From an optimization exercise on the open Yosys and OpenROAD flow, aimed at small area, a short achievable clock period and few clock cycles per item; shortcuts taken in it are not production practice. In this exercise RTL edits were held to simulation tests only and were not proved equivalent to the original.

## flow/design.v (module list and top-level ports; edited modules follow where they fit)
// module fullcon_seq_mac: 5811 lines
module fullcon_seq_mac #(
   parameter int DEPTH_IN     = 12,
   parameter int N_OUT        = 4,
   parameter int LANES        = 12,
   parameter int WIDTH_DATA   = 16,
   parameter int WIDTH_KERNEL = 8,
   parameter int RELU_EN      = 0
) (
   input  logic                                   clk,
   input  logic                                   rst,
   input  logic                                   in_valid,
   output logic                                   in_ready,
   input  logic [WIDTH_DATA*DEPTH_IN-1:0]         data_in,
   input  logic [WIDTH_KERNEL*DEPTH_IN*N_OUT-1:0] kernel_in,
   input  logic [(WIDTH_DATA+WIDTH_KERNEL+$clog2(DEPTH_IN)+1)*N_OUT-1:0] bias_in,
   output logic                                   out_valid,
   input  logic                                   out_ready,
   output logic [WIDTH_DATA+WIDTH_KERNEL+$clog2(DEPTH_IN):0] data_o,
   output logic [((N_OUT > 1) ? $clog2(N_OUT) : 1)-1:0] out_idx,
   output logic                                   out_last
);
  // ...
==> flow/flow/run.sh <==
#!/bin/bash
set -euo pipefail
export BUFFER_PORTS_ARGS="-buffer_cell sky130_fd_sc_hd__buf_1"
bash standard.sh finish > standard.log 2>&1
==> flow/standard.sh <==
#!/bin/bash
# synth_recipe.tcl (not shown) runs the flow's synth.tcl, then flattens the netlist and writes it again
# the make line also repeats each setting of config.mk as NAME=value (left out here)
make -C /OpenROAD-flow-scripts/flow DESIGN_CONFIG=/design/flow/config.mk WORK_HOME=/design/flow/orfs CLKGATE_MAP_FILE= SYNTH_SCRIPT=/design/flow/synth_recipe.tcl "${@:-finish}"
==> flow/config.mk <==
export PLATFORM = sky130hd
export DESIGN_NAME = fullcon_seq_mac
export DESIGN_NICKNAME = fullcon_seq_mac
export VERILOG_FILES = /design/flow/design.v
export SDC_FILE = /design/flow/constraint.sdc
export NUM_CORES = 4
export LEC_CHECK = 0
export CAP_MARGIN = 40
export CORE_MARGIN = 2
export CORE_UTILIZATION = 40
export PLACE_DENSITY = 0.7
export SLEW_MARGIN = 65
==> flow/constraint.sdc <==
create_clock -name core_clock -period 12.0 [get_ports {clk}]
set_input_delay 2.4000 -clock core_clock [delete_from_list [all_inputs] [get_ports {clk}]]
set_output_delay 2.4000 -clock core_clock [all_outputs]
set_load 0.01 [all_outputs]
==> flow_summary.json, run 1 <==
{
  "outcome": "complete, no violations",
  "syn_nets": 7879,
  "yosysSeqAreaShare": 0.424,
  "hold_path.class": "reg2reg",
  "reg2reg_depth": 12,
  "hp-start": "bias_q[25]$_DFFE_PP_",
  "grt_use_met1": 0.321,
  "critical_path_class": "reg2reg",
  "cts_max_level": 4,
  "clk_pin_slew_worst_paths_ns": 0.06,
  "die_w_um": 442,
  "final_core_util": 0.462,
  "cts_resized": 0,
  "hpwl_um": 210000,
  "design.seq.count": 1243,
  "timing.setup.tns_ns": 0,
  "multiInputGateArea_sq_mm": 0.0390,
  "synth_top_family_by_area": "adder cells",
  "grt_overflow": 0,
  "met2WireLength_um": 121000,
  "maxCapViolCount": 0,
  "skew_ns": 0.0917,
  "ff2ff_setup_slack_ns": 8.02,
  "area_delta_synth_final_pct": 14.6,
  "initial_core_util": 0.403,
  "drive_above_1_share": 0.131,
  "insertion_delay_ns": 0.85,
  "gr-usage-met3": 0.0511,
  "synth_compound_area_frac": 0.0985,
  "grtUsageMet2": 0.418,
  "synth_top_cell_area_share": 0.301,
  "synthMuxAreaShare": 0.0587,
  "synth-seq-cells": 1243,
  "ys_warn_count": 1,
  "antenna_found_initial": 38,
  "ant_nets": 0
}
Testbench counts, summed over its fixed seeds: cycles 1,568, items 1,536.
==> inputs of run 2 (changes only) <==
--- a/flow/design.v
+++ b/flow/design.v
@@ -80,34 +80,41 @@
             vld_q      <= vld_nx;
             n_q        <= n_q + 2'(issue);
             issue_q    <= vld_nx && room_d;
             in_ready_q <= !vld_nx || (last_nx && room_d);
             ld_n_q     <= !(!vld_nx || (last_nx && room_d));
          end
       end
    end
-   logic [11:0][7:0] hd_w;      
+   logic [1:0][11:0][7:0] hd_w;
+   logic [1:0][11:0][3:0] hd_one_c, hd_two_c, hd_neg_c;
    logic [11:0][3:0] hd_one, hd_two, hd_neg;
    logic ld;
-   assign ld   = !ld_n_q;
-   assign hd_w = ld ? kernel_in[95:0] : kern_q[1];
+   assign ld      = !ld_n_q;
+   assign hd_w[1] = kernel_in[95:0];
+   assign hd_w[0] = kern_q[1];
    always_comb begin
-      for (int i = 0; i < 12; i++) begin
-         for (int k = 0; k < 4; k++) begin
-            logic w2, w1, w0;
-            w2 = hd_w[i][2*k+1];
-            w1 = hd_w[i][2*k];
-            w0 = (k == 0) ? 1'b0 : hd_w[i][2*k-1];
-            hd_one[i][k] = w1 ^ w0;
-            hd_two[i][k] = (w2 & ~w1 & ~w0) | (~w2 & w1 & w0);
-            hd_neg[i][k] = w2;
+      for (int c = 0; c < 2; c++) begin
+         for (int i = 0; i < 12; i++) begin
+            for (int k = 0; k < 4; k++) begin
+               logic w2, w1, w0;
+               w2 = hd_w[c][i][2*k+1];
+               w1 = hd_w[c][i][2*k];
+               w0 = (k == 0) ? 1'b0 : hd_w[c][i][2*k-1];
+               hd_one_c[c][i][k] = w1 ^ w0;
+               hd_two_c[c][i][k] = (w2 & ~w1 & ~w0) | (~w2 & w1 & w0);
+               hd_neg_c[c][i][k] = w2;
+            end
          end
       end
    end
+   assign hd_one = ld ? hd_one_c[1] : hd_one_c[0];
+   assign hd_two = ld ? hd_two_c[1] : hd_two_c[0];
+   assign hd_neg = ld ? hd_neg_c[1] : hd_neg_c[0];
    always_ff @(posedge clk) begin
       if (ld) data_q <= data_in;
    end
    always_ff @(posedge clk) begin
       if (ld || issue) begin
          hd_one_q <= hd_one;
          hd_two_q <= hd_two;
          hd_neg_q <= hd_neg;
==> flow/config.mk (replaced) <==
export PLATFORM = sky130hd
export DESIGN_NAME = fullcon_seq_mac
export DESIGN_NICKNAME = fullcon_seq_mac
export VERILOG_FILES = /design/flow/design.v
export SDC_FILE = /design/flow/constraint.sdc
export NUM_CORES = 4
export LEC_CHECK = 0
export CAP_MARGIN = 40
export CORE_MARGIN = 2
export CORE_UTILIZATION = 40
export SLEW_MARGIN = 80
==> flow_summary.json, run 2 <==
{
  "outcome": "complete, no violations",
  "gp_congestion": 1.01,
  "grt_pass1_wl_um": 379000,
  "syn_avg_cell_area_sq_um": 11.8,
  "final_cell_mix": "inv_1, buf_1, fa_1",
  "io_buffers": 729,
  "vias": 55500,
  "drt_first_pass_iters": 8,
  "largest_register": "cs1_q",
  "yosysTopAreaCell": "edfxtp_1",
  "die_w_um": 446,
  "fin_nets": 9485,
  "wire_per_inst_um": 24.8,
  "syn_nets": 8190,
  "grt_max_degree": 48,
  "cts_hold_buf": 0,
  "top_regs": "cs1_q (306), kern_q (288), data_q (192)",
  "skew_ns": 0.0560,
  "netlist_top_cells_area": "edfxtp_1, fa_1, dfxtp_1, a22oi_1, xnor2_1",
  "synthTopCellsByCount": "inv_1, fa_1, edfxtp_1",
  "end_kind": "register",
  "hold_ws_ns": 0.343,
  "min_period_ns": 4.26,
  "rsz0062_at_grt": "false",
  "numCtsBuffers": 147,
  "synthFlopType": "edfxtp_1",
  "vias_per_cell": 5.24,
  "finalHoldViolCount": 0,
  "ys_warn_count": 1,
  "grt_overflow": 0,
  "ioPinCount": 730,
  "reg2reg_depth": 12,
  "worstHoldPathCells": 0,
  "relSlewSlack": 0.759,
  "setup_viol_count_final": 0,
  "antenna_found_initial": 49,
  "syn_inst": 6626,
  "synth_cell_type_count": 71,
  "drv_slew": 0,
  "max_freq_ghz": 0.235,
  "maxCapViolCount": 0,
  "synth-edff-count": 769,
  "mappedNetlistArea_sq_mm": 0.0781,
  "clk_path_buf_depth": 3,
  "tightest_slew_ns": 0.361,
  "drtIter0Drc": 5610,
  "core-area_sq_mm": 0.194,
  "timing.rr.end": "cs1_q[119]$_DFF_P_",
  "largest_register_ffs": 306,
  "timing.setup.tns_ns": 0,
  "clk_pin_slew_worst_paths_ns": 0.06,
  "hpwl_um": 221000,
  "worstPathMaxFanout": 4,
  "die_h_um": 446,
  "critical_path_class": "reg2reg",
  "initial_core_util": 0.402,
  "insertion_delay_ns": 0.84,
  "yosysSeqAreaShare": 0.417,
  "drive_above_1_share": 0.222,
  "drc_errors": 0,
  "required_ns": 12.68,
  "cts_sinks": 1243,
  "synth_top_cell_area_share": 0.296,
  "area_delta_synth_final_pct": 24.3,
  "cts_resized": 0,
  "first_global_vias": 57700,
  "cts_setup_buffers": 0,
  "final_common_cell": "inv_1",
  "final_core_util": 0.499,
  "hp-start": "bias_q[23]$_DFFE_PP_",
  "synth.most_common_cell": "inv_1",
  "ant_nets": 0,
  "fillers": 17100,
  "cp.arrival_ns": 4.94,
  "track_usage": 0.262,
  "rr_startpoint": "hd_neg_q[11]$_DFFE_PP_",
  "ff2ff_setup_slack_ns": 7.74,
  "cts_tree": "done",
  "period_share": 0.355,
  "core.rowCount": 162,
  "async_flop_share": 0,
  "holdPathEnd": "cs1_q[299]$_DFF_P_",
  "wl_um": 263000,
  "synth-seq-cells": 1243,
  "cts_root_buf": "clkbuf_16",
  "start_kind": "register",
  "cts_max_level": 4,
  "hold_path.class": "reg2reg",
  "dieArea_sq_mm": 0.199
}
[run 2: changes by cell type after synthesis, sizes merged, moves of 12 or more]
cell and change:
nor2 +133, nand2 +113, mux2i -72, a21oi +65, nand3 -41, a211oi +36
mux2 +34, xor2 +34, clkbuf +32, inv -26, or3 -13, a32o +12
o21a -12
[run 2: layer usage]
metal / vias up / track usage / wire length (um) / share of wire
met5: - / 0 / 236 / 0.00090
met4: 32 / 0.142 / 16900 / 0.064
met3: 643 / 0.0574 / 22100 / 0.084
met2: 2612 / 0.434 / 126000 / 0.48
met1: 27600 / 0.318 / 97800 / 0.37
li1: 24700 / - / - / -
[run 2: logic make-up (layout without fill, tap and decap cells)]
group	after synthesis	count (layout)	share of synthesized area
muxes	372	372	0.0535
and+or+nand+nor	612	612	0.0313
other	0	19	0
xor gates and xnor gates	919	919	0.103
DFF	1243	1243	0.417
AOI/OAI and AO/OA	1204	1204	0.107
adders and majority gates	868	868	0.217
buffers and inverters	1408	2824	0.0716
[run 2: through the flow]
step           instance area, sq um  setup WS [ns]  cells
3_3_place_gp                  81800           7.28   9340
6_report                      97100           7.74  10600
5_1_grt                       97100           7.64  10600
2_1_floorplan                 78100          0.524   6626
3_5_place_dp                  90900           7.76  10200
4_1_cts                       96000           7.78  10500
[run 2: worst max-delay path by stage]
stage | start | endpoint | slack, ns | cells past startpoint
after floorplan | issue_q$_SDFF_PP0_ | bias_q[0]$_DFFE_PP_ | 0.52 | 1
after detailed placement | out_ready | q_q[19]$_DFFE_PP_ | 7.76 | 9
after global placement | out_ready | q_q[15]$_DFFE_PP_ | 7.28 | 4
after global routing | hd_neg_q[11]$_DFFE_PP_ | cs1_q[119]$_DFF_P_ | 7.64 | 12
after CTS | hd_neg_q[11]$_DFFE_PP_ | cs1_q[119]$_DFF_P_ | 7.78 | 12
final | hd_neg_q[11]$_DFFE_PP_ | cs1_q[119]$_DFF_P_ | 7.74 | 12
[run 2: final cells by class]
class                           instances  area, sq um  share of cell area
Clock buffer                          186         3970              0.0409
Timing Repair Buffer                 1733        11300               0.116
Tap cell                             2542         3180              0.0328
Multi-Input combinational cell       3975        41700               0.429
Inverter                              821         3120              0.0321
Antenna cell                           19         47.5            0.000490
Clock inverter                         84         1220              0.0126
Sequential cell                      1243        32600               0.336
[run 2: worst max-delay path, stage by stage, from the launching register on]
cell             delay (ns)
edfxtp_1               0.35
buf_2                  0.17
clkdlybuf4s18_2        0.27
clkdlybuf4s18_2        0.28
buf_2                  0.17
buf_2                  0.15
clkdlybuf4s18_2        0.26
xor2_1                 0.27
fa_1                   0.49
fa_1                   0.70
fa_1                   0.45
inv_1                  0.13
fa_1                   0.44
Testbench counts of run 2, summed over its fixed seeds: cycles 1,568, items 1,536.
==> inputs of run 3 (changes only) <==
--- a/flow/config.mk
+++ b/flow/config.mk
@@ -8,4 +8,4 @@
 export CAP_MARGIN = 40
 export CORE_MARGIN = 2
 export CORE_UTILIZATION = 40
-export SLEW_MARGIN = 80
+export SLEW_MARGIN = 65
==> flow_summary.json, run 3 <==
{
  "cp.arrival_ns": 4.45,
  "synthFlopType": "edfxtp_1",
  "dp_cells": 9605,
  "hpwl_um": 212000,
  "synthXorXnorAreaFrac": 0.103,
  "initial_core_util": 0.402,
  "vias": 52600,
  "yosys.area_share.simple": 0.0313,
  "top_regs": "cs1_q (306), kern_q (288), data_q (192)",
  "cts_max_level": 4,
  "synthMuxAreaShare": 0.0535,
  "critical_path_class": "reg2reg",
  "numCtsBuffers": 145,
  "relSlewSlack": 0.600,
  "fin_nets": 8784,
  "clk_path_buf_depth": 3,
  "timing.setup.tns_ns": 0,
  "final_cell_mix": "inv_1, fa_1, edfxtp_1",
  "drv_slew": 0,
  "period_share": 0.314,
  "insertion_delay_ns": 0.85,
  "largest_register_ffs": 306,
  "required_ns": 12.68,
  "hp-start": "bias_q[28]$_DFFE_PP_",
  "place_ws_ns": 7.61,
  "outcome": "complete, no violations",
  "ioPinCount": 730,
  "synth_top_family_by_area": "adder cells",
  "async_flop_share": 0,
  "finalHoldViolCount": 0,
  "cts_hold_buf": 0,
  "synth-seq-cells": 1243,
  "die_h_um": 446,
  "area_delta_synth_final_pct": 14.9,
  "track_usage": 0.258,
  "synth.most_common_cell": "inv_1",
  "synth_compound_area_frac": 0.107,
  "rsz0062_at_grt": "false",
  "drt_first_pass_iters": 7,
  "start_kind": "register",
  "crit_start": "hd_neg_q[5]$_DFFE_PP_",
  "cts_setup_buffers": 0,
  "synth_top_cell_area_share": 0.296,
  "first_global_vias": 54100,
  "syn_nets": 8190,
  "core-area_sq_mm": 0.194,
  "cts_tree": "done",
  "grt_max_degree": 77,
  "drive_above_1_share": 0.132,
  "synth-edff-count": 769,
  "ant_nets": 0,
  "cts_root_buf": "clkbuf_16",
  "die_w_um": 446,
  "gp_congestion": 1.01,
  "hold_path.class": "reg2reg",
  "synthTopCellsByCount": "inv_1, fa_1, edfxtp_1",
  "end_kind": "register",
  "cts_resized": 0,
  "final_common_cell": "inv_1",
  "setup_viol_count_final": 0,
  "grt_overflow": 0,
  "yosysSeqAreaShare": 0.417,
  "tightest_slew_ns": 0.599,
  "final_cells": 9901,
  "dieArea_sq_mm": 0.199,
  "rr_startpoint": "hd_neg_q[5]$_DFFE_PP_",
  "io_buffers": 729,
  "grt_pass1_wl_um": 369000,
  "wire_per_inst_um": 26.0,
  "mappedNetlistArea_sq_mm": 0.0781,
  "yosysTopAreaCell": "edfxtp_1",
  "worstPathMaxFanout": 7,
  "drc_errors": 0,
  "synth_cell_type_count": 71,
  "clk_pin_slew_worst_paths_ns": 0.06,
  "min_period_ns": 3.77,
  "ys_warn_count": 1,
  "syn_inst": 6626,
  "final_core_util": 0.461,
  "drtIter0Drc": 5774,
  "netlist_top_cells_area": "edfxtp_1, fa_1, dfxtp_1, a22oi_1, xnor2_1",
  "synth_fa_ha_area_frac": 0.217,
  "core.rowCount": 162,
  "maxCapViolCount": 0,
  "max_freq_ghz": 0.265,
  "antenna_found_initial": 50,
  "finalWorstSetupSlack_ns": 8.23,
  "skew_ns": 0.0655,
  "vias_per_cell": 5.31,
  "cts_sinks": 1243,
  "syn_avg_cell_area_sq_um": 11.8,
  "largest_register": "cs1_q",
  "wl_um": 258000
}
run 3: cell counts after synthesis:
Identical to the previous run, type by type.
run 3: cell families after synthesis:
logic type                 after synthesis
and+or+nand+nor                        612
adders and majority gates              868
buffers and inverters                 1408
xor gates and xnor gates               919
DFF                                   1243
AOI/OAI and AO/OA                     1204
muxes                                  372
run 3: per-stage QoR:
step	hold WS [ns]	cell area (sq um)
after global placement	0.329	81800
after global routing	0.347	89700
after CTS	0.341	89500
after detailed placement	0.327	84400
final	0.340	89700
after floorplan	0.323	78100
run 3: path summary, 6_finish.rpt:
kind                         to  slack (ns)  depth (start not counted)
max          cs1_q[106]$_DFF_P_        8.23                          9
min               c2629$_DFF_P_        0.34                          0
max reg2reg  cs1_q[106]$_DFF_P_        8.23                          9
min reg2reg       c2629$_DFF_P_        0.34                          0
run 3: worst max-delay path, stage by stage (launching register included):
cell      delay (ns)
edfxtp_1        0.48
buf_2           0.21
buf_4           0.18
buf_4           0.17
xor2_1          0.18
fa_1            0.55
inv_1           0.07
fa_1            0.50
fa_1            0.79
fa_1            0.50
run 3: cell type report:
cell class	count	area, sq um
Fill cell	17600	105000
Tap cell	2542	3180
Clock buffer	179	3940
Inverter	821	3100
Sequential cell	1243	32600
Multi-Input combinational cell	3975	40200
Antenna cell	19	47.5
Timing Repair Buffer	1034	5460
Clock inverter	88	1190
run 3: metal layers:
metal | up-vias | global-route usage | share of wire
met5 | - | 0 | 0.0012
met4 | 44 | 0.130 | 0.056
met3 | 565 | 0.0634 | 0.088
met2 | 2458 | 0.424 | 0.48
met1 | 26200 | 0.315 | 0.38
li1 | 23300 | - | -

[separate check: timing with driven ports]
No port has a modelled driver above. Below, the same layouts with a new extraction and two added sets of constraints.
Step 1: set_driving_cell puts a clkbuf_16 on clk and a buf_2 on each other input, an assumption about the parent block.
Step 2 also shifts input and output timing later by t, the mid clock arrival at the registers, as if the neighbouring blocks saw the same clock.
Three values: ideal, step 1, step 2; two values: the first two.
run | shift t [ns] | setup WS [ns] | worst setup path at the end | slew at the worst register clock pin (ns) | cell pins on the clock port's net
run 1 | 0.889 | 8.018 / 8.018 / 7.757 | input to register | 0.07 / 0.07 | 1
run 2 | 0.905 | 7.742 / 7.742 / 7.729 | input to register | 0.06 / 0.06 | 1
run 3 | 0.903 | 8.227 / 8.146 / 7.835 | input to register | 0.07 / 0.07 | 1
After both steps setup and hold are still met in every run listed. For run 3, which loses most, drivers alone change the setup slack by -0.081 ns; drivers and shift together by -0.392 ns.
